Background: an optimization exercise with open tools, aiming at small area, a short achievable clock period and few clock cycles per item. Do not read the settings as production practice.
Only simulation tests tie the RTL to the original design; equivalence was not proved.

==> run a: inputs <==
## catmull_rom_closed_curve_point
module catmull_rom_closed_curve_point (
    input  wire logic          i_clk,
    input  wire logic          i_rst_n,
    input  wire logic          i_in_valid,
    output logic               o_in_stall,
    input  wire logic [64:0]   i_in_data,
    output logic               o_out_valid,
    input  wire logic          i_out_stall,
    output logic [48:0]        o_out_data,
    input  wire logic          i_cfg_wr_en,
    input  wire logic [9:0]    i_cfg_wr_data
);
    localparam int PB = ccrcp_pkg::PAY_BITS;
    localparam int WB = 51;      
    logic        r_adv;
    logic [9:0]  r_n;
    logic [11:0] r_n3;
    always_ff @(posedge i_clk) begin
        if (!i_rst_n) begin
            r_n  <= 10'(ccrcp_pkg::STEPS_RESET);
            r_n3 <= 12'(3 * ccrcp_pkg::STEPS_RESET);
        end else if (i_cfg_wr_en) begin
            if (i_cfg_wr_data == '0) begin
                r_n  <= 10'd1;
                r_n3 <= 12'd3;
            end else begin
                r_n  <= i_cfg_wr_data;
                r_n3 <= {2'b00, i_cfg_wr_data} + {1'b0, i_cfg_wr_data, 1'b0};
            end
        end
    end
    assign o_in_stall = ~r_adv;
    logic          a_cmd_in;
  ...
make LEC_CHECK=0 CAP_MARGIN=20 CORE_MARGIN=2 CORE_UTILIZATION=30 PLACE_DENSITY=0.45 SETUP_SLACK_MARGIN=3.0 SLEW_MARGIN=20 finish   # period 9.0 ns
run.sh (not shown) runs the stock make flow with config.mk's settings and CLKGATE_MAP_FILE= SYNTH_SCRIPT=/design/flow/synth_recipe.tcl, a recipe that flattens the netlist after the stock synthesis.
==> run b (differences from run a) <==
Settings changed: SETUP_SLACK_MARGIN 3.0 to 3.6.
==> qor summary <==
| item | run b | run a |
|---|---|---|
| Run status | finished clean | finished clean |
| Max-Slew Margin vs Limit | 0.1484 | 0.1769 |
| Gates resized, CTS repair | 207 | 16 |
| Routing usage on met2 | 0.3555 | 0.3509 |
| Met2 wirelength from detailed routing | 296100 um | 287200 um |
| NonClk Buf Share | 0.05579 | 0.03092 |
| Antenna violations before repair | 19 | 15 |
| Util after Layout | 0.3441 | 0.3330 |
| Period Utilization, post-route | 0.6025 | 0.6583 |
| Via-per-instance ratio | 5.375 | 5.366 |
| Levels on crit path | 10 | 12 |
| Met1 WL | 266100 um | 262900 um |
| Layout cell share with drive strength beyond 1 | 0.1018 | 0.06480 |
Testbench counts of run a, summed over its fixed seeds: cycles 2,719, items 2,267.
Testbench counts of run b, summed over its fixed seeds: cycles 2,719, items 2,267.

==> inputs of 12-14 <==
catmull_rom_closed_curve_point again, from the RTL that the note above started with.
==> flow/design.v (excerpt) <==
module catmull_rom_closed_curve_point (
    input  wire logic          i_clk,
    input  wire logic          i_rst_n,
    input  wire logic          i_in_valid,
    output logic               o_in_stall,
    input  wire logic [64:0]   i_in_data,
    output logic               o_out_valid,
    input  wire logic          i_out_stall,
    output logic [48:0]        o_out_data,
    input  wire logic          i_cfg_wr_en,
    input  wire logic [9:0]    i_cfg_wr_data
);
==> flow/config.mk <==
export PLATFORM = sky130hd
export DESIGN_NAME = catmull_rom_closed_curve_point
export DESIGN_NICKNAME = catmull_rom_closed_curve_point
export VERILOG_FILES = /design/flow/design.v
export SDC_FILE = /design/flow/constraint.sdc
export NUM_CORES = 4
export LEC_CHECK = 0
export CAP_MARGIN = 20
export CORE_MARGIN = 2
export CORE_UTILIZATION = 35
export PLACE_DENSITY = 0.5
export SETUP_SLACK_MARGIN = 3.3
export SLEW_MARGIN = 20
==> flow/constraint.sdc <==
create_clock -name core_clock -period 9.0 [get_ports {i_clk}]
set_input_delay 1.8000 -clock core_clock [delete_from_list [all_inputs] [get_ports {i_clk}]]
set_output_delay 1.8000 -clock core_clock [all_outputs]
set_load 0.01 [all_outputs]
==> 10-15: changes against 12-14 <==
--- a/flow/config.mk
+++ b/flow/config.mk
@@ -9,5 +9,4 @@
 export CORE_MARGIN = 2
-export CORE_UTILIZATION = 35
-export PLACE_DENSITY = 0.5
-export SETUP_SLACK_MARGIN = 3.3
+export CORE_UTILIZATION = 30
+export PLACE_DENSITY = 0.45
 export SLEW_MARGIN = 20
==> metrics.yaml <==
placement:
  dpl-instance-area_sq_um: 176000
outcome:
  status: "no timing/DRC/antenna violations"
worst_setup_path:
  max_stage_delay_ps: 570
  r2r_cells: 13
  worst-path-buf-inv: 4
  crit_fanout: 40
timing:
  tightest_slew_ps: 1190
That was 12-14.
==> metrics.yaml <==
outcome:
  status: "no timing/DRC/antenna violations"
final_layout:
  dominant_cells: "multi-input combinational cells"
  buffer_area_share_pct: 2.70
placement:
  dpl-instance-area_sq_um: 178000
worst_setup_path:
  crit_fanout: 25
  crit_end: "b_c3[2][15]"
  worst-path-buf-inv: 2
  max_stage_delay_ps: 1000
timing:
  tightest_slew_ps: 1280
That was 10-15.
Testbench counts of 12-14, summed over its fixed seeds: cycles 2,719, items 2,267.
Testbench counts of 10-15, summed over its fixed seeds: cycles 2,719, items 2,267.

re-timing with driven ports:
Ports are ideal in the flow. The routed layouts listed here were re-timed in OpenROAD.
Step 1, drivers: a clkbuf_16 drives i_clk and a buf_2 each remaining input, both assumed.
Step 2 adds t to the input delays and takes it off the output delays; t is the mean of the earliest and latest rising clock arrival at the registers after step 1. Input paths then give back, and output paths get back, about the clock's delay inside the block.
Three values: ideal ports, drivers, drivers and shift; two values: the first two.
run	t (ns)	setup WS [ns]	worst setup path after step 2
run a	1.078	3.075 / 3.075 / 3.075	register to register
run b	1.074	3.577 / 3.577 / 3.577	register to register
12-14	1.042	3.401 / 3.401 / 3.401	register to register
10-15	1.087	2.579 / 2.579 / 2.579	register to register
After both steps setup and hold are still met in every run listed.
